Context: an optimization exercise on an open-source flow, tuned for small area, a short achievable clock period and few clock cycles. The choices shown serve that exercise and are no tape-out recipe.
Where RTL was checked, it was by simulation tests only, not by an equivalence proof against the original.
For runs 1 to 3, only the layout was checked, not whether the RTL still works.
Power and IR drop assume default switching activity.

File: flow/run.sh
#!/bin/bash
# The standard layout (the standard.sh: ORFS with the standard synthesis)
# with two changes to how the layout is made:
#  - ports get a plain buffer (buf_2) instead of the slow delay cell that
#    buffer_ports picks by default; every port still gets its own buffer
#  - timing repair aims for more slack than the clock period needs, so the
#    repair steps work on the design's worst paths
# Each tool's output goes to ORFS's own logs under orfs/logs; make's output
# goes to flow_make.log here.
set -euo pipefail
export BUFFER_PORTS_ARGS="-buffer_cell sky130_fd_sc_hd__buf_2"
export SETUP_SLACK_MARGIN="${SETUP_SLACK_MARGIN_OVERRIDE:-8.8}"
bash standard.sh > flow_make.log 2>&1
File: standard.sh
#!/bin/bash
# synth_recipe.tcl (not shown) runs the flow's synth.tcl, then flattens the netlist and writes it again
# the make line also repeats each setting of config.mk as NAME=value (left out here)
make -C /OpenROAD-flow-scripts/flow DESIGN_CONFIG=/design/flow/config.mk WORK_HOME=/design/flow/orfs CLKGATE_MAP_FILE= SYNTH_SCRIPT=/design/flow/synth_recipe.tcl "${@:-finish}"
File: config.mk
export PLATFORM = sky130hd
export DESIGN_NAME = sw_aligner
export DESIGN_NICKNAME = sw_aligner
export VERILOG_FILES = /design/flow/design.v
export SDC_FILE = /design/flow/constraint.sdc
export NUM_CORES = 4
export LEC_CHECK = 0
export CAP_MARGIN = 20
export CORE_MARGIN = 2
export CORE_UTILIZATION = 40
export SLEW_MARGIN = 20
export TNS_END_PERCENT = 5
File: constraint.sdc
create_clock -name core_clock -period 13.0 [get_ports {clk}]
set_input_delay 2.6000 -clock core_clock [delete_from_list [all_inputs] [get_ports {clk}]]
set_output_delay 2.6000 -clock core_clock [all_outputs]
set_load 0.01 [all_outputs]
File: design.v
package sw_pkg;
    localparam int SCORE_OFS = 95;
endpackage
`timescale 1ns/100ps
module sw_pe
#(
    parameter int P_ROW = 1              
) (
    input  logic       i_clk,
    input  logic       i_load,
    input  logic       i_en_a,           
    input  logic       i_en_b,           
    input  logic [1:0] i_row_base,
    input  logic [1:0] i_col,
    input  logic       i_top_lo,         
    input  logic [6:0] i_top_open,       
    input  logic [6:0] i_top_f,          
    input  logic [6:0] i_diag,           
    output logic       o_lo,             
    output logic [6:0] o_open,           
    output logic [6:0] o_f,              
    output logic [6:0] o_h,              
    output logic [6:0] o_diag            
);
    localparam logic [6:0] LEFT_INIT = 7'(sw_pkg::SCORE_OFS - 12 - P_ROW);
    function automatic logic ge7(input logic [6:0] a, input logic [6:0] b);
        logic c;
        c = 1'b1;
        for (int i = 0; i < 7; i++) begin
            c = (a[i] & ~b[i]) | (a[i] & c) | (~b[i] & c);
        end
        ge7 = c;
    endfunction
    function automatic logic [6:0] satdec7(input logic [6:0] a);
        logic b;
        b = 1'b1;
        for (int i = 0; i < 7; i++) begin
            satdec7[i] = a[i] ^ b;
            b          = b & ~a[i];
        end
        if (b) begin
            satdec7 = 7'd0;
        end
    endfunction
    function automatic logic [7:0] addk7(input logic [6:0] a, input logic [6:0] k);
        logic c;
        c = 1'b0;
        for (int i = 0; i < 7; i++) begin
            addk7[i] = a[i] ^ k[i] ^ c;
            c        = (a[i] & k[i]) | (a[i] & c) | (k[i] & c);
        end
        addk7[7] = c;
    endfunction
    logic [1:0] row_base_q;
    logic [6:0] h_q;
    logic [6:0] e_q;
    logic [6:0] f_q;
    logic [6:0] diag_q;
    logic [7:0] open;
    logic [6:0] e_ext;
    logic [6:0] f_ext;
    logic [6:0] e_new;
    logic [6:0] f_new;
    logic       match;
    logic [7:0] d_hi;
    logic [7:0] d_lo;
    logic [6:0] d;
    logic       d_ge_e;
    logic       d_ge_f;
    logic       e_ge_f;
    logic [6:0] h_new;
    always_comb begin
        open   = addk7(h_q, 7'(-13));
        e_ext  = satdec7(e_q);
        e_new  = (open[7] && ge7(open[6:0], e_ext)) ? open[6:0] : e_ext;
        f_ext  = satdec7(i_top_f);
        f_new  = (!i_top_lo && ge7(i_top_open, f_ext)) ? i_top_open : f_ext;
        match  = row_base_q == i_col;
        d_hi   = addk7(i_diag, 7'd2);
        d_lo   = addk7(i_diag, 7'(-3));
        d      = match ? d_hi[6:0] : (d_lo[7] ? d_lo[6:0] : 7'd0);
        d_ge_e = ge7(d, e_q);
        d_ge_f = ge7(d, f_q);
        e_ge_f = ge7(e_q, f_q);
        if (d_ge_e && d_ge_f) begin
            h_new = d;
        end else if (e_ge_f) begin
            h_new = e_q;
        end else begin
            h_new = f_q;
        end
    end
    always_ff @(posedge i_clk) begin
        if (i_load) begin
            row_base_q <= i_row_base;
            h_q        <= LEFT_INIT;
            e_q        <= 7'd0;
        end else if (i_en_a) begin
            e_q    <= e_new;
            f_q    <= f_new;
        end else if (i_en_b) begin
            h_q    <= h_new;
            diag_q <= h_q;
        end
    end
    assign o_lo   = !open[7];
    assign o_open = open[6:0];
    assign o_f    = f_q;
    assign o_h    = h_q;
    assign o_diag = diag_q;
endmodule
`timescale 1ns/100ps
module sw_pe_array
#(
    parameter int P_NUM_PE = 16
) (
    input  logic                    i_clk,
    input  logic                    i_load,
    input  logic                    i_step_a,     
    input  logic                    i_step_b,     
    input  logic [2*P_NUM_PE-1:0]   i_query,
    input  logic [1:0]              i_feed,
    input  logic                    i_feed_valid,
    output logic [7*P_NUM_PE-1:0]   o_step_v,
    output logic [P_NUM_PE-1:0]     o_step_ok     
);
    logic [6:0] h0_q;
    logic       first_q;
    logic [6:0] top_h;
    logic [7:0] top_open;
    always_comb begin
        if (first_q) begin
            top_h = 7'(sw_pkg::SCORE_OFS - 13);
        end else if (h0_q == 7'd0) begin
            top_h = 7'd0;
        end else begin
            top_h = h0_q - 7'd1;
        end
        top_open = {1'b0, top_h} - 8'd13;
    end
    always_ff @(posedge i_clk) begin
        if (i_load) begin
            h0_q    <= 7'(sw_pkg::SCORE_OFS);
            first_q <= 1'b1;
        end else if (i_step_b && i_feed_valid) begin
            h0_q    <= top_h;
            first_q <= 1'b0;
        end
    end
    logic [P_NUM_PE-1:0]   pe_lo;
    logic [7*P_NUM_PE-1:0] pe_open;
    logic [7*P_NUM_PE-1:0] pe_f;
    logic [7*P_NUM_PE-1:0] pe_h;
    logic [7*P_NUM_PE-1:0] pe_diag;
    logic [2*P_NUM_PE-1:0] col_q;
    logic [P_NUM_PE-1:0]   valid_q;
    assign o_step_ok = valid_q;
    for (genvar g = 0; g < P_NUM_PE; g++) begin : g_pe
        logic       in_lo;
        logic [6:0] in_open;
        logic [6:0] in_f;
        logic [6:0] in_diag;
        logic [1:0] in_col;
        logic       in_valid;
        if (g == 0) begin : g_first
            assign in_lo    = top_open[7];
            assign in_open  = top_open[6:0];
            assign in_f     = 7'd0;
            assign in_diag  = h0_q;
            assign in_col   = i_feed;
            assign in_valid = i_feed_valid;
        end else begin : g_chain
            assign in_lo    = pe_lo[g-1];
            assign in_open  = pe_open[7*(g-1) +: 7];
            assign in_f     = pe_f[7*(g-1) +: 7];
            assign in_diag  = pe_diag[7*(g-1) +: 7];
            assign in_col   = col_q[2*(g-1) +: 2];
            assign in_valid = valid_q[g-1];
        end
        sw_pe #(
            .P_ROW (g + 1)
        ) u_sw_pe (
            .i_clk      (i_clk),
            .i_load     (i_load),
            .i_en_a     (i_step_a && in_valid),
            .i_en_b     (i_step_b && in_valid),
            .i_row_base (i_query[2*g +: 2]),
            .i_col      (in_col),
            .i_top_lo   (in_lo),
            .i_top_open (in_open),
            .i_top_f    (in_f),
            .i_diag     (in_diag),
            .o_lo       (pe_lo[g]),
            .o_open     (pe_open[7*g +: 7]),
            .o_f        (pe_f[7*g +: 7]),
            .o_h        (pe_h[7*g +: 7]),
            .o_diag     (pe_diag[7*g +: 7])
        );
        always_ff @(posedge i_clk) begin
            if (i_load) begin
                valid_q[g] <= 1'b0;
            end else if (i_step_b) begin
                valid_q[g] <= in_valid;
            end
            if (i_step_b) begin
                col_q[2*g +: 2] <= in_col;
            end
        end
        assign o_step_v[7*g +: 7] = pe_h[7*g +: 7];
    end
endmodule
`timescale 1ns/100ps
module sw_max_tree
#(
    parameter int P_NUM_PE = 16,
    parameter int P_SPLIT  = 3
) (
    input  logic                   i_clk,
    input  logic [7*P_NUM_PE-1:0]  i_scores,
    input  logic [P_NUM_PE-1:0]    i_ok,
    output logic [6:0]             o_max,
    output logic [3:0]             o_row
);
    localparam int WIDTH = 16;
    localparam int NMID  = WIDTH >> P_SPLIT;
    function automatic logic ge7(input logic [6:0] a, input logic [6:0] b);
        logic c;
        c = 1'b1;
        for (int i = 0; i < 7; i++) begin
            c = (a[i] & ~b[i]) | (a[i] & c) | (~b[i] & c);
        end
        ge7 = c;
    endfunction
    logic [6:0] node_v [1:2*WIDTH-1];
    logic [3:0] node_r [1:2*WIDTH-1];
    logic       node_k [1:2*WIDTH-1];
    for (genvar k = 0; k < WIDTH; k++) begin : g_leaf
        assign node_v[WIDTH+k] = i_scores[7*k +: 7];
        assign node_r[WIDTH+k] = 4'(k);
        assign node_k[WIDTH+k] = i_ok[k];
    end
    for (genvar n = 1; n < WIDTH; n++) begin : g_node
        logic       pick_hi;
        logic [6:0] v;
        logic [3:0] r;
        logic       k;
        assign pick_hi = node_k[2*n+1] && (!node_k[2*n] || ge7(node_v[2*n+1], node_v[2*n]));
        assign v       = pick_hi ? node_v[2*n+1] : node_v[2*n];
        assign r       = pick_hi ? node_r[2*n+1] : node_r[2*n];
        assign k       = node_k[2*n+1] || node_k[2*n];
        if (n >= NMID && n < 2 * NMID) begin : g_reg
            logic [6:0] v_q;
            logic [3:0] r_q;
            logic       k_q;
            always_ff @(posedge i_clk) begin
                v_q <= v;
                r_q <= r;
                k_q <= k;
            end
            assign node_v[n] = v_q;
            assign node_r[n] = r_q;
            assign node_k[n] = k_q;
        end else begin : g_comb
            assign node_v[n] = v;
            assign node_r[n] = r;
            assign node_k[n] = k;
        end
    end
    assign o_max = node_v[1];
    assign o_row = node_r[1];
endmodule
`timescale 1ns/100ps
module sw_best_tracker
#(
    parameter int P_XDROP = 40
) (
    input  logic        i_clk,
    input  logic        i_clear,
    input  logic        i_eval,
    input  logic [6:0]  i_step_max,      
    input  logic [3:0]  i_step_row,      
    output logic [6:0]  o_score,         
    output logic [3:0]  o_row,
    output logic [6:0]  o_col,
    output logic [6:0]  o_steps,         
    output logic        o_stop,
    output logic        o_stop_now       
);
    function automatic logic ge7(input logic [6:0] a, input logic [6:0] b);
        logic c;
        c = 1'b1;
        for (int i = 0; i < 7; i++) begin
            c = (a[i] & ~b[i]) | (a[i] & c) | (~b[i] & c);
        end
        ge7 = c;
    endfunction
    logic [6:0] best_u;      
    logic [6:0] limit_u;     
    logic [6:0] best_x;      
    logic [3:0] row_q;
    logic [6:0] col_q;
    logic [6:0] steps_q;
    logic [6:0] next_q;      
    logic       stop_q;
    logic       accept;
    logic       drop;
    assign accept = ge7(i_step_max, best_u);
    assign drop   = !ge7(i_step_max, limit_u);
    assign o_stop_now = i_eval && !stop_q && drop;
    always_ff @(posedge i_clk) begin
        if (i_clear) begin
            best_u  <= 7'(sw_pkg::SCORE_OFS - 4);
            limit_u <= 7'(sw_pkg::SCORE_OFS - 4 - P_XDROP);
            steps_q <= 7'd0;
            next_q  <= 7'd1;
            stop_q  <= 1'b0;
        end else if (i_eval && !stop_q) begin
            steps_q <= next_q;
            next_q  <= next_q + 7'd1;
            if (accept) begin
                best_u  <= i_step_max;
                limit_u <= i_step_max - 7'(P_XDROP);
                best_x  <= i_step_max - 7'(sw_pkg::SCORE_OFS);
                row_q   <= i_step_row;
                col_q   <= next_q - 7'(i_step_row);
            end
            if (drop) begin
                stop_q <= 1'b1;
            end
        end
    end
    assign o_score = best_x;
    assign o_row   = row_q;
    assign o_col   = col_q;
    assign o_steps = steps_q;
    assign o_stop  = stop_q;
endmodule
`timescale 1ns/100ps
module sw_ctrl
#(
    parameter int P_NUM_PE = 16
) (
    input  logic       i_clk,
    input  logic       i_rst,
    input  logic       i_job_req,
    output logic       o_job_ack,
    input  logic       i_sym_req,
    input  logic [1:0] i_sym_base,
    input  logic       i_sym_last,
    output logic       o_sym_ack,
    output logic       o_res_req,
    input  logic       i_res_ack,
    input  logic       i_stop,           
    input  logic       i_stop_now,       
    output logic       o_load,
    output logic       o_step_a,         
    output logic       o_step_b,         
    output logic       o_eval,           
    output logic [1:0] o_feed,
    output logic       o_feed_valid
);
    localparam logic [1:0] ST_IDLE  = 2'd0;
    localparam logic [1:0] ST_RUN   = 2'd1;
    localparam logic [1:0] ST_FLUSH = 2'd2;
    localparam logic [1:0] ST_RES   = 2'd3;
    logic [1:0] state;
    logic [3:0] flush_cnt;
    logic       a_last;          
    logic       b_last;
    logic       ev1;
    logic       ev1_last;
    logic       ev2_last;
    logic       job_take;
    logic       sym_take;
    logic       done;
    assign job_take = i_job_req && !o_job_ack &&
                      (state == ST_IDLE || (state == ST_RES && !o_res_req && !i_res_ack));
    assign sym_take = (state == ST_RUN) && i_sym_req && !o_sym_ack;
    assign done     = (state == ST_FLUSH) && (i_stop || i_stop_now || (o_eval && ev2_last));
    always_ff @(posedge i_clk or posedge i_rst) begin
        if (i_rst) begin
            state        <= ST_IDLE;
            o_job_ack    <= 1'b0;
            o_sym_ack    <= 1'b0;
            o_res_req    <= 1'b0;
            o_load       <= 1'b0;
            o_step_a     <= 1'b0;
            o_step_b     <= 1'b0;
            o_feed_valid <= 1'b0;
            a_last       <= 1'b0;
            b_last       <= 1'b0;
            ev1          <= 1'b0;
            ev1_last     <= 1'b0;
            o_eval       <= 1'b0;
            ev2_last     <= 1'b0;
            flush_cnt    <= '0;
        end else begin
            o_load   <= job_take;
            o_step_a <= 1'b0;
            a_last   <= 1'b0;
            o_step_b <= o_step_a;
            b_last   <= a_last;
            ev1      <= o_step_b;
            ev1_last <= b_last;
            o_eval   <= ev1;
            ev2_last <= ev1_last;
            if (job_take) begin
                o_job_ack <= 1'b1;
            end else if (o_job_ack && !i_job_req) begin
                o_job_ack <= 1'b0;
            end
            if (sym_take) begin
                o_sym_ack <= 1'b1;
            end else if (o_sym_ack && !i_sym_req) begin
                o_sym_ack <= 1'b0;
            end
            case (state)
                ST_IDLE: begin
                    if (job_take) begin
                        state <= ST_RUN;
                    end
                end
                ST_RUN: begin
                    if (sym_take) begin
                        o_step_a     <= 1'b1;
                        o_feed_valid <= 1'b1;
                        if (i_sym_last) begin
                            flush_cnt <= 4'(P_NUM_PE - 1);
                            state     <= ST_FLUSH;
                        end
                    end
                end
                ST_FLUSH: begin
                    if (done) begin
                        o_res_req <= 1'b1;
                        state     <= ST_RES;
                    end else if (!o_step_a && flush_cnt != 4'd0 && !i_stop) begin
                        o_step_a  <= 1'b1;
                        a_last    <= flush_cnt == 4'd1;
                        flush_cnt <= flush_cnt - 4'd1;
                    end
                    if (o_step_b) begin
                        o_feed_valid <= 1'b0;
                    end
                end
                default: begin   
                    if (o_res_req && i_res_ack) begin
                        o_res_req <= 1'b0;
                    end else if (job_take) begin
                        state <= ST_RUN;
                    end
                end
            endcase
        end
    end
    always_ff @(posedge i_clk) begin
        if (sym_take) begin
            o_feed <= i_sym_base;
        end
    end
endmodule
`timescale 1ns/100ps
module sw_align_top
#(
    parameter int P_NUM_PE = 16,
    parameter int P_XDROP  = 40
) (
    input  logic                  i_clk,
    input  logic                  i_rst,
    input  logic                  i_job_req,
    input  logic [2*P_NUM_PE-1:0] i_query,
    output logic                  o_job_ack,
    input  logic                  i_sym_req,
    input  logic [1:0]            i_sym_base,
    input  logic                  i_sym_last,
    output logic                  o_sym_ack,
    output logic                  o_res_req,
    input  logic                  i_res_ack,
    output logic [6:0]            o_score,
    output logic [3:0]            o_row,
    output logic [6:0]            o_col,
    output logic [6:0]            o_end_step,
    output logic                  o_xdrop_hit
);
    logic                  load;
    logic                  step_a;
    logic                  step_b;
    logic                  eval;
    logic [1:0]            feed;
    logic                  feed_valid;
    logic                  stop;
    logic                  stop_now;
    logic [7*P_NUM_PE-1:0] step_v;
    logic [P_NUM_PE-1:0]   step_ok;
    logic [6:0]            step_max;
    logic [3:0]            step_row;
    sw_ctrl #(
        .P_NUM_PE (P_NUM_PE)
    ) u_sw_ctrl (
        .i_clk        (i_clk),
        .i_rst        (i_rst),
        .i_job_req    (i_job_req),
        .o_job_ack    (o_job_ack),
        .i_sym_req    (i_sym_req),
        .i_sym_base   (i_sym_base),
        .i_sym_last   (i_sym_last),
        .o_sym_ack    (o_sym_ack),
        .o_res_req    (o_res_req),
        .i_res_ack    (i_res_ack),
        .i_stop       (stop),
        .i_stop_now   (stop_now),
        .o_load       (load),
        .o_step_a     (step_a),
        .o_step_b     (step_b),
        .o_eval       (eval),
        .o_feed       (feed),
        .o_feed_valid (feed_valid)
    );
    sw_pe_array #(
        .P_NUM_PE (P_NUM_PE)
    ) u_sw_pe_array (
        .i_clk        (i_clk),
        .i_load       (load),
        .i_step_a     (step_a),
        .i_step_b     (step_b),
        .i_query      (i_query),
        .i_feed       (feed),
        .i_feed_valid (feed_valid),
        .o_step_v     (step_v),
        .o_step_ok    (step_ok)
    );
    sw_max_tree #(
        .P_NUM_PE (P_NUM_PE)
    ) u_sw_max_tree (
        .i_clk    (i_clk),
        .i_scores (step_v),
        .i_ok     (step_ok),
        .o_max    (step_max),
        .o_row    (step_row)
    );
    sw_best_tracker #(
        .P_XDROP (P_XDROP)
    ) u_sw_best_tracker (
        .i_clk      (i_clk),
        .i_clear    (load),
        .i_eval     (eval),
        .i_step_max (step_max),
        .i_step_row (step_row),
        .o_score    (o_score),
        .o_row      (o_row),
        .o_col      (o_col),
        .o_steps    (o_end_step),
        .o_stop     (o_xdrop_hit),
        .o_stop_now (stop_now)
    );
    assign stop = o_xdrop_hit;
endmodule
`timescale 1ns/100ps
module sw_aligner (
    input  logic        clk,
    input  logic        rst,
    input  logic        job_req,
    input  logic [31:0] query,
    output logic        job_ack,
    input  logic        sym_req,
    input  logic [1:0]  sym_base,
    input  logic        sym_last,
    output logic        sym_ack,
    output logic        res_req,
    output logic [13:0] res_score,
    output logic [5:0]  res_row,
    output logic [10:0] res_col,
    output logic [10:0] res_end_step,
    output logic        res_xdrop_hit,
    input  logic        res_ack
);
    logic [6:0] score;
    logic [3:0] row;
    logic [6:0] col;
    logic [6:0] end_step;
    sw_align_top #(
        .P_NUM_PE (16),
        .P_XDROP  (40)
    ) u_sw_align_top (
        .i_clk       (clk),
        .i_rst       (rst),
        .i_job_req   (job_req),
        .i_query     (query),
        .o_job_ack   (job_ack),
        .i_sym_req   (sym_req),
        .i_sym_base  (sym_base),
        .i_sym_last  (sym_last),
        .o_sym_ack   (sym_ack),
        .o_res_req   (res_req),
        .i_res_ack   (res_ack),
        .o_score     (score),
        .o_row       (row),
        .o_col       (col),
        .o_end_step  (end_step),
        .o_xdrop_hit (res_xdrop_hit)
    );
    assign res_score    = {{7{score[6]}}, score};
    assign res_row      = {2'b00, row};
    assign res_col      = {4'b0000, col};
    assign res_end_step = {4'b0000, end_step};
endmodule
==> reports/metrics.csv, run 1 <==
stage,metric,value,unit
outcome,run_status,no timing/DRC/antenna violations,
flow_run,maxCapViolations,0,
synth,proportion_of_synthesized_flip_flops_having_asynchronous_set_or_reset,0.0309,
route,ant_nets,0,
route,drc_errors,0,
timing,final.period_utilization,0.326,
clock_network,worst_setup_hold_path_clk_slew,0.06,ns
global_route,global_route_wire_length_before_repair,186,mm
cells_and_area,final_common_cell,inv_1,
timing,hold_ws,0.348,ns
global_route,grt_pass1_vias,34500,
pwr,cellPowerDensity,164,nW/um^2
worst_setup_path,r2r-end,u_sw_align_top.u_sw_max_tree.g_node[3].g_reg.v_q[2],
die,core-area,109000,sq um
synth,synth-compound-area-share,0.205,
worst_setup_path,critPathArrivalTime,4.74,ns
cells_and_area,finalNetCount,5621,
timing,setup_failing_eps_final,0,
timing,layout_min_cycle_time,4.24,ns
worst_setup_path,critical_path.endpoint_type,flop,
timing,slew-limit-headroom,0.313,
clock_network,cts_root_buffer,clkbuf_16,
route,route.vias.total,37400,
route,detailedRoute.firstIterationViolations,2680,
placement,place.gp.congestion,0.902,
worst_hold_path,hold_start,u_sw_align_top.u_sw_ctrl.a_last,
synth,post_synth_num_cell_types,98,
placement,postPlaceCellArea,45100,sq um
timing,max_freq,0.236,GHz
route,drt_pre_antenna_iters,9,
synth,ys_seq_area_frac,0.352,
clock_network,h-tree-depth,3,
synth,synthesis.instances,5137,
worst_setup_path,crit_fanout,7,
synth,synth-edff-count,299,
synth,netlist_area,43700,sq um
synth,yosys_register_bits,614,
worst_setup_path,worst-endpoint-required,13.51,ns
timing,slew_violations,0,
worst_hold_path,whs_path_depth,0,
worst_setup_path,critical-path-max-stage-delay,0.38,ns
clock_network,clock_latency,0.65,ns
synth,syn_area_per_cell,8.51,sq um
synth,synth_simple_gate_area_frac,0.146,
route,vias_per_cell,5.60,
route,drt-wirelength-per-cell,17.8,um
timing,worst_max_slew_pin_slew,1.03,ns
cells_and_area,fin_area,50000,sq um
cells_and_area,final_cell_mix,"inv_1, nor2_1, nand2_1",
timing,fin_skew,0.0215,ns
global_route,grt_max_degree,128,
die,floorplan.die.width,335,um
die,io_pins,86,
cells_and_area,area_growth_from_synthesis_to_layout,14.4,%
worst_setup_path,ff2ff_path_depth,18,
route,wirelength,119,mm
timing,rsz0062_at_grt,yes,
synth,ys.warnings.count,23,
synth,synthMuxAreaShare,0.0452,
timing,finalHoldViolCount,0,
placement,buffer_ports.inserted,75,
global_route,antenna_found_initial,2,
global_route,groute.usage.overall,0.203,
synth,synth_top_family_by_area,compound AO/OA/AOI/OAI gates,
clock_network,cts_hold_repair.buffers,0,
worst_setup_path,critical_path.startpoint_type,flop,
cells_and_area,layout-drive-gt1-share,0.137,
worst_setup_path,timing.setup.critical_path_class,reg2reg,
pwr,power,8.18,mW
placement,detailed_place_hpwl,87.0,mm
clock_network,clock-sinks,614,
clock_network,clock_tree_from_tritoncts,built,
worst_setup_path,reg2reg_setup_slack,8.76,ns
worst_hold_path,worst_min_delay_path_endpoint,u_sw_align_top.u_sw_ctrl.b_last,
synth,synthXorXnorAreaFrac,0.0114,
global_route,grt_remaining_overflow,0,
worst_setup_path,crit_slowest_cell,maj3_1,
pwr,peakVddDrop,166,uV
timing,final.setup.tns,0,ns
clock_network,cts-root-to-sink-buffers,3,
synth,synthAdderAreaFrac,0.174,
clock_network,cts-buffers-inserted,73,
pwr,p_leak,19.5,nW
die,core.rowCount,121,
synth,dominantRegCellSynth,edfxtp_1,
worst_setup_path,crit_chain,nor2b_1 -> maj3_1 -> o21ai_2 -> a21oi_2 -> nor2_4 -> buf_4 -> mux2i_2 -> o22ai_1 -> o21ai_1 -> a22oi_4 -> buf_4 -> mux2i_4 -> a21bo_2 -> a21oi_2 -> nand4bb_4 -> a31oi_4 -> buf_12 -> mux2i_1,
die,overall_die_height,335,um
worst_hold_path,holdCritPathClass,reg2reg,
die,dieArea,112000,sq um
die,initial_core_util,0.402,
## kinds of logic (layout without fill, tap and decap cells)
family          count (synthesis)  after routing
compound gates               1434           1436
simple gates                 1432           1443
buf+inv                       745            843
fa+ha+maj                     663            663
flops                         614            614
mux                           191            191
xor+xnor                       57             57
other cells                     1             11
## worst max-delay path by stage
| stage | endpoint | slack, ns |
|---|---|---|
| CTS | flop | 8.62 |
| global placement | u_sw_align_top.u_sw_max_tree.g_node[2].g_reg.v_q[3] | 8.07 |
| floorplan | flop | 8.73 |
| global route | u_sw_align_top.u_sw_max_tree.g_node[3].g_reg.v_q[1] | 8.67 |
| detailed placement | u_sw_align_top.u_sw_max_tree.g_node[2].g_reg.v_q[0] | 7.95 |
| finish | u_sw_align_top.u_sw_max_tree.g_node[3].g_reg.v_q[2] | 8.76 |
## metrics by stage
step                setup WS (ns)   util  std cells
global placement             8.07  0.415       6430
finish                       8.76  0.460       6672
global route                 8.67  0.460       6671
floorplan                    8.73      -       5146
CTS                          8.62  0.440       6588
detailed placement           7.95  0.415       6432
## cell usage after synthesis (all sizes together), types with 15 or more instances
library cell | number | area share
mux2i | 155 | 0.036
ha | 384 | 0.11
o31ai | 56 | 0.0097
nand2 | 497 | 0.043
edfxtp | 299 | 0.21
nand3 | 29 | 0.0033
maj3 | 278 | 0.064
o21a | 17 | 0.0029
a221oi | 15 | 0.0035
or2 | 25 | 0.0036
o21ai | 467 | 0.054
inv | 522 | 0.045
a31oi | 49 | 0.0077
a21oi | 356 | 0.041
or3 | 53 | 0.0076
nor3 | 97 | 0.011
a22o | 18 | 0.0036
o211ai | 74 | 0.013
nor2 | 515 | 0.045
buf | 40 | 0.0063
nand2b | 61 | 0.0087
dfxtp | 296 | 0.14
o22ai | 44 | 0.0063
nor2b | 69 | 0.0099
and2 | 37 | 0.0053
dfrtp | 19 | 0.011
a311oi | 34 | 0.0068
a211oi | 124 | 0.021
mux2 | 36 | 0.0096
xnor2 | 50 | 0.010
clkbuf | 182 | 0.016
nor3b | 20 | 0.0034
a211o | 25 | 0.0050
a22oi | 50 | 0.0089
## what timing repair did
action	in CTS	in global routing
pin swaps	11	136
endpoints found under the setup margin	155	166
gates cloned	0	15
buffers inserted	20	68
gates resized for setup	45	438
endpoints found under the hold margin	0	0
## per-layer routing
metal / track usage / wire [um] / vias up
met5: 0 / 0 / -
met4: 0.0578 / 3190 / 0
met3: 0.0287 / 5610 / 198
met2: 0.333 / 55100 / 867
met1: 0.277 / 55200 / 17800
li1: - / - / 18500
## worst max-delay path, delay by kind of cell (launching register included)
kind | cells | cell delay (ns)
buffers and inverters | 3 | 0.50
muxes | 3 | 0.90
DFF | 1 | 0.36
AOI/OAI and AO/OA | 8 | 1.44
and+or+nand+nor | 3 | 0.52
adders and majority gates | 1 | 0.38
## area by class of cell
| class | count | area, sq um |
|---|---|---|
| sequential | 614 | 15500 |
| fill | 10500 | 58700 |
| tap | 1414 | 1770 |
| antenna | 1 | 2.50 |
| multi-input combinational | 3800 | 27100 |
| clock inverter | 36 | 338 |
| inverter | 523 | 1970 |
| timing repair buffer | 184 | 1290 |
| clock buffer | 100 | 2060 |
## where the power goes
group	total [mW]	internal (mW)	switching, mW
Combinational	3.44	1.37	2.07
Clock	2.08	1.20	0.879
Sequential	2.67	2.36	0.310
Total	8.18	4.92	3.26
## flip-flops by register name (all words and copies together), names as in the netlist, 14 cells and up
signal / count
u_sw_align_top.u_sw_pe_array.col_q: 30
u_sw_align_top.u_sw_pe_array.g_pe.u_sw_pe.h_q: 112
u_sw_align_top.u_sw_pe_array.g_pe.u_sw_pe.diag_q: 105
u_sw_align_top.u_sw_max_tree.g_node.g_reg.v_q: 14
u_sw_align_top.u_sw_pe_array.g_pe.u_sw_pe.f_q: 112
u_sw_align_top.u_sw_pe_array.valid_q: 16
u_sw_align_top.u_sw_pe_array.g_pe.u_sw_pe.row_base_q: 32
u_sw_align_top.u_sw_pe_array.g_pe.u_sw_pe.e_q: 112
==> inputs of run 2 (changes only) <==
--- a/design.v
+++ b/design.v
@@ -2,2 +2,32 @@
     localparam int SCORE_OFS = 95;
+    function automatic logic [7:0] carries7(input logic [6:0] g, input logic [6:0] p,
+                                            input logic cin);
+        logic [6:0] gg;
+        logic [6:0] pp;
+        gg = g;
+        pp = p;
+        gg[0] = g[0] | (p[0] & cin);
+        for (int d = 1; d < 7; d = d * 2) begin
+            for (int i = 6; i >= d; i--) begin
+                gg[i] = gg[i] | (pp[i] & gg[i-d]);
+                pp[i] = pp[i] & pp[i-d];
+            end
+        end
+        carries7 = {gg, cin};
+    endfunction
+    function automatic logic ge7(input logic [6:0] a, input logic [6:0] b);
+        logic [7:0] c;
+        c = carries7(a & ~b, a | ~b, 1'b1);
+        ge7 = c[7];
+    endfunction
+    function automatic logic [7:0] add7(input logic [6:0] a, input logic [6:0] k);
+        logic [7:0] c;
+        c = carries7(a & k, a | k, 1'b0);
+        add7 = {c[7], a ^ k ^ c[6:0]};
+    endfunction
+    function automatic logic [6:0] satdec7(input logic [6:0] a);
+        logic [7:0] s;
+        s = add7(a, 7'h7f);
+        satdec7 = s[7] ? s[6:0] : 7'd0;
+    endfunction
 endpackage
@@ -25,30 +55,2 @@
     localparam logic [6:0] LEFT_INIT = 7'(sw_pkg::SCORE_OFS - 12 - P_ROW);
-    function automatic logic ge7(input logic [6:0] a, input logic [6:0] b);
-        logic c;
-        c = 1'b1;
-        for (int i = 0; i < 7; i++) begin
-            c = (a[i] & ~b[i]) | (a[i] & c) | (~b[i] & c);
-        end
-        ge7 = c;
-    endfunction
-    function automatic logic [6:0] satdec7(input logic [6:0] a);
-        logic b;
-        b = 1'b1;
-        for (int i = 0; i < 7; i++) begin
-            satdec7[i] = a[i] ^ b;
-            b          = b & ~a[i];
-        end
-        if (b) begin
-            satdec7 = 7'd0;
-        end
-    endfunction
-    function automatic logic [7:0] addk7(input logic [6:0] a, input logic [6:0] k);
-        logic c;
-        c = 1'b0;
-        for (int i = 0; i < 7; i++) begin
-            addk7[i] = a[i] ^ k[i] ^ c;
-            c        = (a[i] & k[i]) | (a[i] & c) | (k[i] & c);
-        end
-        addk7[7] = c;
-    endfunction
     logic [1:0] row_base_q;
@@ -72,14 +74,14 @@
     always_comb begin
-        open   = addk7(h_q, 7'(-13));
-        e_ext  = satdec7(e_q);
-        e_new  = (open[7] && ge7(open[6:0], e_ext)) ? open[6:0] : e_ext;
-        f_ext  = satdec7(i_top_f);
-        f_new  = (!i_top_lo && ge7(i_top_open, f_ext)) ? i_top_open : f_ext;
+        open   = sw_pkg::add7(h_q, 7'(-13));
+        e_ext  = sw_pkg::satdec7(e_q);
+        e_new  = (open[7] && sw_pkg::ge7(open[6:0], e_ext)) ? open[6:0] : e_ext;
+        f_ext  = sw_pkg::satdec7(i_top_f);
+        f_new  = (!i_top_lo && sw_pkg::ge7(i_top_open, f_ext)) ? i_top_open : f_ext;
         match  = row_base_q == i_col;
-        d_hi   = addk7(i_diag, 7'd2);
-        d_lo   = addk7(i_diag, 7'(-3));
+        d_hi   = sw_pkg::add7(i_diag, 7'd2);
+        d_lo   = sw_pkg::add7(i_diag, 7'(-3));
         d      = match ? d_hi[6:0] : (d_lo[7] ? d_lo[6:0] : 7'd0);
-        d_ge_e = ge7(d, e_q);
-        d_ge_f = ge7(d, f_q);
-        e_ge_f = ge7(e_q, f_q);
+        d_ge_e = sw_pkg::ge7(d, e_q);
+        d_ge_f = sw_pkg::ge7(d, f_q);
+        e_ge_f = sw_pkg::ge7(e_q, f_q);
         if (d_ge_e && d_ge_f) begin
@@ -215,3 +217,3 @@
     parameter int P_NUM_PE = 16,
-    parameter int P_SPLIT  = 3
+    parameter int P_SPLIT  = 2
 ) (
@@ -225,10 +227,2 @@
     localparam int NMID  = WIDTH >> P_SPLIT;
-    function automatic logic ge7(input logic [6:0] a, input logic [6:0] b);
-        logic c;
-        c = 1'b1;
-        for (int i = 0; i < 7; i++) begin
-            c = (a[i] & ~b[i]) | (a[i] & c) | (~b[i] & c);
-        end
-        ge7 = c;
-    endfunction
     logic [6:0] node_v [1:2*WIDTH-1];
@@ -246,3 +240,3 @@
         logic       k;
-        assign pick_hi = node_k[2*n+1] && (!node_k[2*n] || ge7(node_v[2*n+1], node_v[2*n]));
+        assign pick_hi = node_k[2*n+1] && (!node_k[2*n] || sw_pkg::ge7(node_v[2*n+1], node_v[2*n]));
         assign v       = pick_hi ? node_v[2*n+1] : node_v[2*n];
@@ -250,3 +244,3 @@
         assign k       = node_k[2*n+1] || node_k[2*n];
-        if (n >= NMID && n < 2 * NMID) begin : g_reg
+        if (n == 1 || (n >= NMID && n < 2 * NMID)) begin : g_reg
             logic [6:0] v_q;
@@ -288,12 +282,3 @@
 );
-    function automatic logic ge7(input logic [6:0] a, input logic [6:0] b);
-        logic c;
-        c = 1'b1;
-        for (int i = 0; i < 7; i++) begin
-            c = (a[i] & ~b[i]) | (a[i] & c) | (~b[i] & c);
-        end
-        ge7 = c;
-    endfunction
     logic [6:0] best_u;      
-    logic [6:0] limit_u;     
     logic [6:0] best_x;      
@@ -302,8 +287,11 @@
     logic [6:0] steps_q;
-    logic [6:0] next_q;      
     logic       stop_q;
+    logic [7:0] max_xd;
+    logic [6:0] next;
     logic       accept;
     logic       drop;
-    assign accept = ge7(i_step_max, best_u);
-    assign drop   = !ge7(i_step_max, limit_u);
+    assign accept = sw_pkg::ge7(i_step_max, best_u);
+    assign max_xd = sw_pkg::add7(i_step_max, 7'(P_XDROP));
+    assign drop   = !(max_xd[7] || sw_pkg::ge7(max_xd[6:0], best_u));
+    assign next   = steps_q + 7'd1;
     assign o_stop_now = i_eval && !stop_q && drop;
@@ -312,15 +300,11 @@
             best_u  <= 7'(sw_pkg::SCORE_OFS - 4);
-            limit_u <= 7'(sw_pkg::SCORE_OFS - 4 - P_XDROP);
             steps_q <= 7'd0;
-            next_q  <= 7'd1;
             stop_q  <= 1'b0;
         end else if (i_eval && !stop_q) begin
-            steps_q <= next_q;
-            next_q  <= next_q + 7'd1;
+            steps_q <= next;
             if (accept) begin
                 best_u  <= i_step_max;
-                limit_u <= i_step_max - 7'(P_XDROP);
                 best_x  <= i_step_max - 7'(sw_pkg::SCORE_OFS);
                 row_q   <= i_step_row;
-                col_q   <= next_q - 7'(i_step_row);
+                col_q   <= next - 7'(i_step_row);
             end
@@ -371,3 +355,5 @@
     logic       ev1_last;
+    logic       ev2;
     logic       ev2_last;
+    logic       ev3_last;
     logic       job_take;
@@ -378,3 +364,3 @@
     assign sym_take = (state == ST_RUN) && i_sym_req && !o_sym_ack;
-    assign done     = (state == ST_FLUSH) && (i_stop || i_stop_now || (o_eval && ev2_last));
+    assign done     = (state == ST_FLUSH) && (i_stop || i_stop_now || (o_eval && ev3_last));
     always_ff @(posedge i_clk or posedge i_rst) begin
@@ -393,4 +379,6 @@
             ev1_last     <= 1'b0;
-            o_eval       <= 1'b0;
+            ev2          <= 1'b0;
             ev2_last     <= 1'b0;
+            o_eval       <= 1'b0;
+            ev3_last     <= 1'b0;
             flush_cnt    <= '0;
@@ -402,6 +390,8 @@
             b_last   <= a_last;
-            ev1      <= o_step_b;
+            ev1      <= o_step_b && !o_load;
             ev1_last <= b_last;
-            o_eval   <= ev1;
+            ev2      <= ev1 && !o_load;
             ev2_last <= ev1_last;
+            o_eval   <= ev2 && !o_load;
+            ev3_last <= ev2_last;
             if (job_take) begin
==> run 2 against run 1 <==
Worst setup slack improved by 0.13 ns. Critical path depth shrank 7. Cell count up 7.8%. Clock skew down 0.00057 ns. Synthesized cell count rose by 11%. First-iteration DRC count up 30%.
==> reports/metrics.csv, run 2 <==
stage,metric,value,unit
outcome,run_status,no timing/DRC/antenna violations,
synth,post_synth_top_area_cell,edfxtp_1,
worst_setup_path,crit_slowest_cell,a2111oi_1,
timing,max_freq,0.244,GHz
clock_network,clock_latency,0.65,ns
global_route,groute.usage.overall,0.216,
route,ant_nets,0,
clock_network,clock-sinks,634,
pwr,p_leak,19.3,nW
cells_and_area,final_common_cell,nand2_1,
cells_and_area,layout.cells.non_filler,7190,
synth,synthesis.instances,5695,
clock_network,cts-root-to-sink-buffers,3,
timing,finalHoldViolCount,0,
clock_network,clock_tree_from_tritoncts,built,
timing,setup_failing_eps_final,0,
cells_and_area,biggest_registers_after_layout,"u_sw_align_top.u_sw_pe_array.g_pe.u_sw_pe.e_q: 112 flops, u_sw_align_top.u_sw_pe_array.g_pe.u_sw_pe.f_q: 112 flops, u_sw_align_top.u_sw_pe_array.g_pe.u_sw_pe.h_q: 112 flops",
timing,rsz0062_at_grt,yes,
worst_setup_path,critical_path.endpoint_type,flop,
die,overall_die_height,348,um
worst_setup_path,critical-path-max-stage-delay,0.63,ns
worst_setup_path,critical_path_buf_inv_count,0,
timing,slew-limit-headroom,0.277,
pwr,share_comb_of_total_power,0.398,
pwr,power.switching_fraction,0.401,
clock_network,cts-buffers-inserted,78,
pwr,peakVddDrop,163,uV
placement,detailed_place_hpwl,99.7,mm
pwr,power.sequential.fraction,0.332,
synth,yosys.cell_count.top_type,nand2_1,
global_route,grt_pass1_vias,39300,
die,io_pins,86,
synth,post_synth_main_area_contributors,"edfxtp_1, dfxtp_1, maj3_1, a21oi_1, nand2_1",
die,floorplan.die.width,348,um
flow_run,maxCapViolations,0,
worst_setup_path,critPathArrivalTime,4.62,ns
synth,ys.warnings.count,23,
worst_setup_path,crit_chain,nor2b_1 -> maj3_2 -> maj3_2 -> maj3_2 -> o21ai_4 -> mux2i_1 -> o21ai_1 -> a2111oi_1 -> nor3_2 -> a2111oi_0 -> a311oi_1,
route,wirelength,135,mm
clock_network,cts_hold_repair.buffers,0,
global_route,grt_max_degree,127,
global_route,global_route_wire_length_before_repair,215,mm
route,drt_pre_antenna_iters,6,
synth,post_synth_num_cell_types,111,
placement,place.gp.congestion,0.896,
die,dieArea,121000,sq um
route,vias_per_cell,5.87,
cells_and_area,final_cell_mix,"nand2_1, nor2_1, inv_1",
timing,slew_violations,0,
pwr,cellPowerDensity,166,nW/um^2
cells_and_area,layout-drive-gt1-share,0.0640,
clock_network,worst_setup_hold_path_clk_slew,0.06,ns
timing,final.setup.tns,0,ns
worst_setup_path,timing.setup.critical_path_class,reg2reg,
route,drc_errors,0,
worst_setup_path,crit_fanout,14,
timing,fin_skew,0.0209,ns
global_route,antenna_found_initial,2,
clock_network,cts_root_buffer,clkbuf_16,
worst_setup_path,crit_top_cell,maj3_2,
worst_setup_path,worst-endpoint-required,13.51,ns
die,core-area,118000,sq um
synth,synth_top_area_share,0.190,
die,core.rowCount,126,
clock_network,cts_setup_buffers,0,
worst_setup_path,cp_top_family,compound AO/OA/AOI/OAI gates,
synth,netlist_area,47400,sq um
die,initial_core_util,0.402,
global_route,grt_remaining_overflow,0,
synth,ys_seq_area_frac,0.333,
synth,most_numerous_cell_types_in_the_synthesized_netlist,"nand2_1, nor2_1, inv_1",
route,route.vias.total,42200,
worst_hold_path,holdCritPathClass,reg2reg,
route,drt-wirelength-per-cell,18.8,um
timing,layout_min_cycle_time,4.10,ns
synth,syn_area_per_cell,8.32,sq um
synth,yosys_register_bits,634,
synth,proportion_of_synthesized_flip_flops_having_asynchronous_set_or_reset,0.0331,
synth,synth-edff-count,299,
placement,numPlacedInstances,7044,
worst_setup_path,critical_path.startpoint_type,flop,
timing,hold_ws,0.341,ns
timing,worst_max_slew_pin_slew,1.08,ns
pwr,internal_power,5.11,mW
synth,dominantRegCellSynth,dfxtp_1,
cells_and_area,area_growth_from_synthesis_to_layout,8.58,%
pwr,power_switching,3.42,mW
timing,final.period_utilization,0.316,
route,detailedRoute.firstIterationViolations,3492,
pwr,clock_power_share,0.270,
clock_network,h-tree-depth,3,
placement,buffer_ports.inserted,75,
cells_and_area,finalNetCount,5759,
-- run 2: kinds of logic (layout without fill, tap and decap cells) --
family	after synthesis	in the layout	synth area share
simple gates	1912	1912	0.195
compound gates	1552	1552	0.223
buf+inv	711	659	0.0585
flops	634	634	0.333
fa+ha+maj	404	404	0.0931
xor+xnor	247	247	0.0457
mux	234	234	0.0510
other cells	1	12	0.0000792
-- run 2: cell type report --
class / instances / area (sq um)
Inverter: 426 / 1600
Fill cell: 11600 / 66300
Sequential cell: 634 / 15800
Tap cell: 1536 / 1920
Multi-Input combinational cell: 4359 / 28900
Clock buffer: 107 / 2270
Clock inverter: 37 / 438
Timing Repair Buffer: 89 / 505
Antenna cell: 2 / 5.00
-- run 2: final timing paths --
kind                                                                     start                                                  end  slack, ns  cells past startpoint
max reg2reg                u_sw_align_top.u_sw_max_tree.g_node[4].g_reg.v_q[0]  u_sw_align_top.u_sw_max_tree.g_node[1].g_reg.v_q[4]       8.90                     11
min                                          u_sw_align_top.u_sw_ctrl.ev2_last                    u_sw_align_top.u_sw_ctrl.ev3_last       0.34                      0
max                        u_sw_align_top.u_sw_max_tree.g_node[4].g_reg.v_q[0]  u_sw_align_top.u_sw_max_tree.g_node[1].g_reg.v_q[4]       8.90                     11
min in group asynchronous                                                  rst                   u_sw_align_top.u_sw_ctrl.o_job_ack       2.10                      2
min reg2reg                                  u_sw_align_top.u_sw_ctrl.ev2_last                    u_sw_align_top.u_sw_ctrl.ev3_last       0.34                      0
max in group asynchronous                                                  rst                    u_sw_align_top.u_sw_ctrl.o_step_b      10.28                      2
-- run 2: power groups by stage --
stage	Sequential [mW]	Clock, mW	Combinational [mW]
finish	2.84	2.30	3.39
global route	2.87	2.44	3.77
CTS	2.83	2.35	3.36
detailed placement	2.87	0	3.34
global placement	2.86	0	3.30
floorplan	2.62	0	2.73
-- run 2: metrics by stage --
stage	power (mW)	util	area (sq um)	setup slack [ns]
floorplan	5.36	-	47400	9.29
global placement	6.17	0.413	48700	8.92
detailed placement	6.20	0.413	48700	8.80
CTS	8.54	0.436	51400	8.87
global route	9.08	0.437	51400	8.65
finish	8.53	0.437	51400	8.90
-- run 2: metal layers --
| metal | track usage | wire, um |
|---|---|---|
| met3 | 0.0308 | 7080 |
| met4 | 0.0744 | 4370 |
| met5 | 0 | 9 |
| met2 | 0.351 | 61700 |
| met1 | 0.294 | 62200 |
-- run 2: worst reg2reg max path, stage by stage (launching register included) --
cell       delay (ns)
dfxtp_1          0.32
nor2b_1          0.13
maj3_2           0.30
maj3_2           0.31
maj3_2           0.34
o21ai_4          0.46
mux2i_1          0.47
o21ai_1          0.21
a2111oi_1        0.63
nor3_2           0.23
a2111oi_0        0.49
a311oi_1         0.10
-- run 2: timing repair --
item	4_1_cts	5_1_grt
gates resized for setup	1	5
setup endpoints to repair	1	54
endpoints found under the hold margin	0	0
==> inputs of run 3 (changes only) <==
--- a/design.v
+++ b/design.v
@@ -60,2 +60,3 @@
     logic [6:0] diag_q;
+    logic [6:0] d_q;
     logic [7:0] open;
@@ -83,7 +84,7 @@
         d      = match ? d_hi[6:0] : (d_lo[7] ? d_lo[6:0] : 7'd0);
-        d_ge_e = sw_pkg::ge7(d, e_q);
-        d_ge_f = sw_pkg::ge7(d, f_q);
+        d_ge_e = sw_pkg::ge7(d_q, e_q);
+        d_ge_f = sw_pkg::ge7(d_q, f_q);
         e_ge_f = sw_pkg::ge7(e_q, f_q);
         if (d_ge_e && d_ge_f) begin
-            h_new = d;
+            h_new = d_q;
         end else if (e_ge_f) begin
@@ -94,2 +95,5 @@
     end
+    always_ff @(posedge i_clk) begin
+        d_q <= d;
+    end
     always_ff @(posedge i_clk) begin
==> run 3 against run 2 <==
Still clean on timing, DRC and antenna. Register-to-register slack gained 0.15 ns. Global-route usage decreased by 1.6 points. Area after synthesis hardly changed. Synthesized cell count down 4.1%. Maximum frequency increased by 1.4%. Sequential share of layout area is 4.1 points higher. Sequential power is 16% higher. Clock skew is 0.0058 ns higher. Via count fell by 7.1%. Combinational power down 6.8%. Clock power grew 7%.
==> reports/metrics.csv, run 3 <==
stage,metric,value,unit
outcome,run_status,no timing/DRC/antenna violations,
worst_setup_path,critical_path.startpoint_type,flop,
die,dieArea,121000,sq um
placement,pre_cts_ws,8.89,ns
clock_network,worst_setup_hold_path_clk_slew,0.06,ns
timing,final.period_utilization,0.311,
global_route,grt_remaining_overflow,0,
route,route.vias.total,39200,
route,drt-wirelength-per-cell,17.5,um
worst_hold_path,worst_min_delay_path_endpoint,u_sw_align_top.u_sw_ctrl.ev3_last,
clock_network,cts_hold_repair.buffers,0,
worst_hold_path,whs_path_depth,0,
timing,fin_skew,0.0267,ns
route,ant_nets,0,
worst_setup_path,ff2ff_path_depth,13,
synth,proportion_of_synthesized_flip_flops_having_asynchronous_set_or_reset,0.0282,
cells_and_area,finalNetCount,5611,
placement,place.gp.congestion,0.904,
worst_setup_path,reg2reg_setup_slack,9.05,ns
synth,most_numerous_cell_types_in_the_synthesized_netlist,"nand2_1, nor2_1, inv_1",
route,vias_per_cell,5.56,
worst_setup_path,critPathArrivalTime,1.45,ns
clock_network,cts-root-to-sink-buffers,3,
worst_setup_path,worst-endpoint-required,10.40,ns
placement,buffer_ports.inserted,75,
die,overall_die_height,348,um
route,drt_pre_antenna_iters,6,
worst_setup_path,critical-path-max-stage-delay,0.54,ns
timing,max_freq,0.247,GHz
timing,setup_failing_eps_final,0,
timing,rsz0062_at_grt,no,
die,floorplan.die.width,348,um
worst_setup_path,crit_slowest_cell,edfxtp_1,
worst_hold_path,holdCritPathClass,reg2reg,
synth,post_synth_top_area_cell,edfxtp_1,
worst_setup_path,critical_path_buf_inv_count,1,
timing,final.setup.tns,0,ns
timing,slew_violations,0,
clock_network,cts-buffers-inserted,87,
clock_network,cts_root_buffer,clkbuf_16,
cells_and_area,final_common_cell,nand2_1,
clock_network,clock_latency,0.70,ns
timing,worst_max_slew_pin_slew,0.988,ns
die,initial_core_util,0.402,
synth,syn_area_per_cell,8.67,sq um
route,drc_errors,0,
clock_network,ctsResizeCount,0,
global_route,grt_max_degree,134,
cells_and_area,area_growth_from_synthesis_to_layout,9.33,%
timing,final_ws_setup,8.95,ns
placement,detailed_place_hpwl,91.3,mm
timing,layout_min_cycle_time,4.05,ns
clock_network,clock-sinks,746,
pwr,peakVddDrop,137,uV
global_route,grt_pass1_vias,37000,
synth,netlist_area,47300,sq um
synth,synth-edff-count,299,
worst_setup_path,crit_chain,buf_2,
synth,synth_top_area_share,0.190,
timing,finalHoldViolCount,0,
synth,synthesis.instances,5462,
global_route,antenna_found_initial,2,
flow_run,maxCapViolations,0,
worst_setup_path,timing.setup.critical_path_class,reg2out,
worst_setup_path,critical_path.endpoint_type,primary output,
synth,yosys_register_bits,746,
worst_setup_path,crit_fanout,8,
timing,slew-limit-headroom,0.341,
synth,ys_seq_area_frac,0.381,
clock_network,cts_setup_buffers,0,
worst_setup_path,cp_top_family,flip-flops,
synth,ys.warnings.count,23,
synth,post_synth_num_cell_types,99,
global_route,groute.usage.overall,0.200,
clock_network,h-tree-depth,3,
die,core-area,118000,sq um
route,detailedRoute.firstIterationViolations,3084,
worst_hold_path,hold_start,u_sw_align_top.u_sw_ctrl.ev2_last,
pwr,p_leak,19.9,nW
die,io_pins,86,
cells_and_area,final_cell_mix,"nand2_1, nor2_1, inv_1",
synth,post_synth_main_area_contributors,"edfxtp_1, dfxtp_1, maj3_1, mux2i_1, nand2_1",
clock_network,clock_tree_from_tritoncts,built,
pwr,cellPowerDensity,172,nW/um^2
synth,yosys.cell_count.top_type,nand2_1,
route,wirelength,123,mm
synth,dominantRegCellSynth,dfxtp_1,
die,core.rowCount,126,
global_route,global_route_wire_length_before_repair,199,mm
cells_and_area,layout-drive-gt1-share,0.0702,
-- run 3: cells by family after synthesis --
kind of cell,share of synthesized area
muxes,0.0576
AOI/OAI and AO/OA,0.173
DFF,0.381
adders and majority gates,0.117
xor gates and xnor gates,0.0383
buffers and inverters,0.0552
and+or+nand+nor,0.178
other,0.0000792
-- run 3: worst max path at each step --
stage	cells after the start	to	startpoint	slack [ns]
global placement	7	u_sw_align_top.u_sw_ctrl.state[1]	sym_req	8.90
finish	1	res_score[10]	u_sw_align_top.u_sw_best_tracker.best_x[6]	8.95
CTS	1	res_score[10]	u_sw_align_top.u_sw_best_tracker.best_x[6]	8.90
floorplan	6	u_sw_align_top.u_sw_ctrl.state[1]	sym_req	9.21
detailed placement	7	u_sw_align_top.u_sw_ctrl.state[1]	sym_req	8.89
global route	11	flop	flop	8.84
-- run 3: through the flow --
stage	cells	hold slack (ns)	cell area (sq um)	power, mW	util
2_1_floorplan	5471	0.331	47400	5.69	-
3_3_place_gp	6887	0.336	48900	6.43	0.415
3_5_place_dp	6887	0.335	48900	6.47	0.415
4_1_cts	7050	0.348	51800	8.97	0.439
5_1_grt	7050	0.366	51800	9.50	0.440
6_report	7051	0.346	51800	8.92	0.440
-- run 3: routing by layer --
layer | vias up | part of all wire | track usage
met3 | 176 | 0.045 | 0.0308
li1 | 19500 | - | -
met2 | 875 | 0.46 | 0.328
met4 | 2 | 0.022 | 0.0536
met5 | - | 0.00011 | 0
met1 | 18700 | 0.47 | 0.274
-- run 3: cell type report --
cell class                 count  area [sq um]
inverter                     448          1680
timing repair buffer          87           490
antenna                        1          2.50
clock buffer                 121          2410
multi-input combinational   4070         26800
sequential                   746         18000
tap                         1536          1920
clock inverter                42           460
fill                       11400         66000
-- run 3: report_power, final --
| group | total [mW] | switching (mW) | internal [mW] |
|---|---|---|---|
| clock | 2.46 | 1.03 | 1.43 |
| combinational | 3.16 | 1.85 | 1.31 |
| sequential | 3.30 | 0.467 | 2.83 |
==> inputs of run 4 (changes only) <==
--- a/design.v
+++ b/design.v
@@ -60,3 +60,2 @@
     logic [6:0] diag_q;
-    logic [6:0] d_q;
     logic [7:0] open;
@@ -84,7 +83,7 @@
         d      = match ? d_hi[6:0] : (d_lo[7] ? d_lo[6:0] : 7'd0);
-        d_ge_e = sw_pkg::ge7(d_q, e_q);
-        d_ge_f = sw_pkg::ge7(d_q, f_q);
+        d_ge_e = sw_pkg::ge7(d, e_q);
+        d_ge_f = sw_pkg::ge7(d, f_q);
         e_ge_f = sw_pkg::ge7(e_q, f_q);
         if (d_ge_e && d_ge_f) begin
-            h_new = d_q;
+            h_new = d;
         end else if (e_ge_f) begin
@@ -96,5 +95,2 @@
     always_ff @(posedge i_clk) begin
-        d_q <= d;
-    end
-    always_ff @(posedge i_clk) begin
         if (i_load) begin
@@ -287,2 +283,3 @@
     logic [6:0] best_u;      
+    logic [6:0] limit_u;     
     logic [6:0] best_x;      
@@ -291,5 +288,4 @@
     logic [6:0] steps_q;
+    logic [6:0] next_q;      
     logic       stop_q;
-    logic [7:0] max_xd;
-    logic [6:0] next;
     logic       accept;
@@ -297,5 +293,3 @@
     assign accept = sw_pkg::ge7(i_step_max, best_u);
-    assign max_xd = sw_pkg::add7(i_step_max, 7'(P_XDROP));
-    assign drop   = !(max_xd[7] || sw_pkg::ge7(max_xd[6:0], best_u));
-    assign next   = steps_q + 7'd1;
+    assign drop   = !sw_pkg::ge7(i_step_max, limit_u);
     assign o_stop_now = i_eval && !stop_q && drop;
@@ -304,11 +298,15 @@
             best_u  <= 7'(sw_pkg::SCORE_OFS - 4);
+            limit_u <= 7'(sw_pkg::SCORE_OFS - 4 - P_XDROP);
             steps_q <= 7'd0;
+            next_q  <= 7'd1;
             stop_q  <= 1'b0;
         end else if (i_eval && !stop_q) begin
-            steps_q <= next;
+            steps_q <= next_q;
+            next_q  <= next_q + 7'd1;
             if (accept) begin
                 best_u  <= i_step_max;
+                limit_u <= i_step_max - 7'(P_XDROP);
                 best_x  <= i_step_max - 7'(sw_pkg::SCORE_OFS);
                 row_q   <= i_step_row;
-                col_q   <= next - 7'(i_step_row);
+                col_q   <= next_q - 7'(i_step_row);
             end
==> run.sh (new file) <==
#!/bin/bash
# synth_recipe.tcl (not shown) runs the flow's synth.tcl, then flattens the netlist and writes it again
# the make line also repeats each setting of config.mk as NAME=value (left out here)
make -C /OpenROAD-flow-scripts/flow DESIGN_CONFIG=/design/flow/config.mk WORK_HOME=/design/flow/orfs CLKGATE_MAP_FILE= SYNTH_SCRIPT=/design/flow/synth_recipe.tcl finish
--- a/config.mk
+++ b/config.mk
@@ -11,2 +11 @@
 export SLEW_MARGIN = 20
-export TNS_END_PERCENT = 5
removed: flow/run.sh
removed: standard.sh
==> run 4 against run 3 <==
Cell area fell by 0.53%. Global-route usage rose by 1.3 points. Critical path depth rose by 13. Core utilization increased by 0.23 points.
==> reports/metrics.csv, run 4 <==
stage,metric,value,unit
outcome,run_status,no timing/DRC/antenna violations,
timing,slew-limit-headroom,0.312,
worst_setup_path,critPathArrivalTime,5.34,ns
cells_and_area,biggest_registers_after_layout,"u_sw_align_top.u_sw_pe_array.g_pe.u_sw_pe.e_q: 112 flops, u_sw_align_top.u_sw_pe_array.g_pe.u_sw_pe.f_q: 112 flops, u_sw_align_top.u_sw_pe_array.g_pe.u_sw_pe.h_q: 112 flops",
synth,ys.warnings.count,23,
route,ant_nets,0,
cells_and_area,fin_area,51500,sq um
timing,final.setup.tns,0,ns
global_route,global_route_wire_length_before_repair,212,mm
pwr,p_leak,19.4,nW
clock_network,h-tree-depth,3,
synth,yosys.cell_count.top_type,nand2_1,
synth,dominantRegCellSynth,dfxtp_1,
timing,slew_violations,0,
die,dieArea,121000,sq um
route,drc_errors,0,
timing,finalHoldViolCount,0,
timing,setup_failing_eps_final,0,
timing,final.period_utilization,0.367,
timing,max_freq,0.210,GHz
die,io_pins,86,
worst_setup_path,critical_path_buf_inv_count,1,
synth,synth-edff-count,299,
route,route.vias.total,41700,
synth,post_synth_main_area_contributors,"edfxtp_1, dfxtp_1, maj3_1, nand2_1, mux2i_1",
die,floorplan.die.width,347,um
placement,buffer_ports.inserted,75,
die,core-area,117000,sq um
placement,place.gp.congestion,0.898,
clock_network,ctsResizeCount,0,
synth,proportion_of_synthesized_flip_flops_having_asynchronous_set_or_reset,0.0326,
timing,worst_max_slew_pin_slew,1.02,ns
global_route,grt_pass1_vias,38300,
clock_network,cts_root_buffer,clkbuf_16,
clock_network,cts_hold_repair.buffers,0,
worst_setup_path,critical_path.endpoint_type,flop,
cells_and_area,layout-drive-gt1-share,0.0588,
synth,ys_seq_area_frac,0.340,
synth,post_synth_num_cell_types,104,
clock_network,clock_latency,0.66,ns
clock_network,cts_setup_buffers,0,
synth,post_synth_top_area_cell,edfxtp_1,
pwr,cellPowerDensity,170,nW/um^2
worst_setup_path,crit_fanout,11,
clock_network,cts-root-to-sink-buffers,3,
cells_and_area,final_common_cell,nand2_1,
synth,synthesis.instances,5625,
route,drt_pre_antenna_iters,7,
global_route,antenna_found_initial,3,
cells_and_area,antennaDiodeCount,0,
pwr,peakVddDrop,136,uV
worst_setup_path,critical-path-max-stage-delay,0.85,ns
clock_network,cts-buffers-inserted,78,
worst_hold_path,holdCritPathClass,reg2reg,
synth,synth_top_area_share,0.190,
route,detailedRoute.firstIterationViolations,3606,
flow_run,maxCapViolations,0,
global_route,grt_max_degree,120,
clock_network,clock_tree_from_tritoncts,built,
global_route,grt_remaining_overflow,0,
worst_setup_path,timing.setup.critical_path_class,reg2reg,
synth,netlist_area,47100,sq um
cells_and_area,finalNetCount,5697,
worst_setup_path,crit_chain,ha_1 -> inv_1 -> ha_1 -> or4b_1 -> o22ai_1 -> a2bb2oi_1 -> o32ai_1 -> a221oi_1 -> a2111oi_0 -> nor3_1 -> a211oi_1 -> nor3_1 -> mux2_2 -> o21ai_1,
route,wirelength,133,mm
cells_and_area,area_growth_from_synthesis_to_layout,9.22,%
global_route,groute.usage.overall,0.213,
clock_network,worst_setup_hold_path_clk_slew,0.06,ns
timing,layout_min_cycle_time,4.77,ns
route,drt-wirelength-per-cell,18.6,um
cells_and_area,final_cell_mix,"nand2_1, nor2_1, inv_1",
timing,fin_skew,0.0218,ns
worst_setup_path,cp_top_family,compound AO/OA/AOI/OAI gates,
worst_setup_path,worst-endpoint-required,13.58,ns
timing,rsz0062_at_grt,no,
die,overall_die_height,347,um
clock_network,clock-sinks,645,
synth,yosys_register_bits,645,
die,initial_core_util,0.405,
worst_setup_path,crit_slowest_cell,nor3_1,
placement,detailed_place_hpwl,97.6,mm
placement,postPlaceCellArea,48800,sq um
synth,most_numerous_cell_types_in_the_synthesized_netlist,"nand2_1, nor2_1, inv_1",
worst_setup_path,critical_path.startpoint_type,flop,
die,core.rowCount,125,
route,vias_per_cell,5.86,
synth,syn_area_per_cell,8.38,sq um
==> run 4: report_power, final <==
group | switching, mW | internal [mW]
combinational | 2.11 | 1.44
sequential | 0.473 | 2.48
clock | 0.922 | 1.35
total | 3.50 | 5.26
==> run 4: cell families (layout without fill, tap and decap cells) <==
| group | count (synthesis) | after routing | share of synthesized area |
|---|---|---|---|
| adder cells (fa/ha/maj) | 402 | 402 | 0.0931 |
| other | 1 | 10 | 0.0000795 |
| buffers and inverters | 694 | 652 | 0.0580 |
| AO/OA/AOI/OAI | 1490 | 1490 | 0.216 |
| flip-flops | 645 | 645 | 0.340 |
| AND/OR/NAND/NOR | 1906 | 1906 | 0.195 |
| XOR/XNOR | 251 | 251 | 0.0470 |
| multiplexers | 236 | 236 | 0.0513 |
==> run 4: path summary, 6_finish.rpt <==
check	start	end	slack [ns]	cells past startpoint
setup / recovery	flop	flop	8.23	14
hold / removal	u_sw_align_top.u_sw_ctrl.ev2_last	u_sw_align_top.u_sw_ctrl.ev3_last	0.35	0
setup reg to reg	flop	flop	8.23	14
hold reg to reg	u_sw_align_top.u_sw_ctrl.ev2_last	u_sw_align_top.u_sw_ctrl.ev3_last	0.35	0
max in group asynchronous	rst	u_sw_align_top.u_sw_ctrl.o_step_b	10.00	2
min in group asynchronous	rst	u_sw_align_top.u_sw_ctrl.o_res_req	2.41	2
==> run 4: worst register-to-register path: cells and delay by family (launching register included) <==
family / cells / cell delay (ns)
buffers and inverters: 1 / 0.06
AOI/OAI and AO/OA: 7 / 1.64
DFF: 1 / 0.51
and+or+nand+nor: 3 / 1.60
adders and majority gates: 2 / 0.45
muxes: 1 / 0.42
==> run 4: metal layers <==
| metal | vias to the layer above | part of all wire | global-route usage |
|---|---|---|---|
| met5 | - | 0.00022 | 0 |
| li1 | 20400 | - | - |
| met4 | 4 | 0.028 | 0.0655 |
| met2 | 1071 | 0.45 | 0.345 |
| met1 | 19900 | 0.47 | 0.296 |
| met3 | 227 | 0.046 | 0.0247 |
==> run 4: final cells by class <==
cell class	count	area (sq um)
inverter	419	1570
timing repair buffer	87	853
clock inverter	41	450
multi-input combinational	4295	28500
fill	11400	65000
sequential	645	16000
clock buffer	105	2220
tap	1524	1910
==> run 4: metrics by stage <==
stage	setup WS (ns)	util	std cells	hold slack [ns]	power, mW
after global placement	8.44	0.419	6969	0.335	6.45
after CTS	8.36	0.442	7115	0.350	8.80
final	8.23	0.442	7116	0.349	8.77
after floorplan	9.03	-	5634	0.331	5.61
after global routing	7.95	0.442	7116	0.355	9.35
after detailed placement	8.41	0.419	6969	0.337	6.49
Testbench counts of run 4, summed over its fixed seeds: cycles 39,646.

==> static timing again, ports no longer ideal <==
The flow's constraints put no driver on any port. The routed layouts listed below were extracted and timed again, unchanged, in two steps.
Step 1, drivers: a clkbuf_16 drives clk and a buf_2 each remaining input, both assumed.
Step 2 adds t to the input delays and takes it off the output delays; t is the mean of the earliest and latest rising clock arrival at the registers after step 1. Input paths then give back, and output paths get back, about the clock's delay inside the block.
Slacks: no drivers / after step 1 / after step 2; pairs: no drivers / after step 1.
run | shift t [ns] | setup slack, ns | hold WS [ns]
run 1 | 0.712 | 8.765 / 8.765 / 8.765 | 0.348 / 0.348 / 0.348
run 2 | 0.711 | 8.896 / 8.896 / 8.896 | 0.341 / 0.341 / 0.341
run 3 | 0.756 | 8.953 / 8.877 / 8.898 | 0.346 / 0.346 / 0.346
run 4 | 0.720 | 8.232 / 8.232 / 8.232 | 0.349 / 0.349 / 0.349
After both steps every run listed still meets setup and hold. For run 3, which loses most, drivers alone change the setup slack by -0.076 ns; drivers and shift together by -0.055 ns.
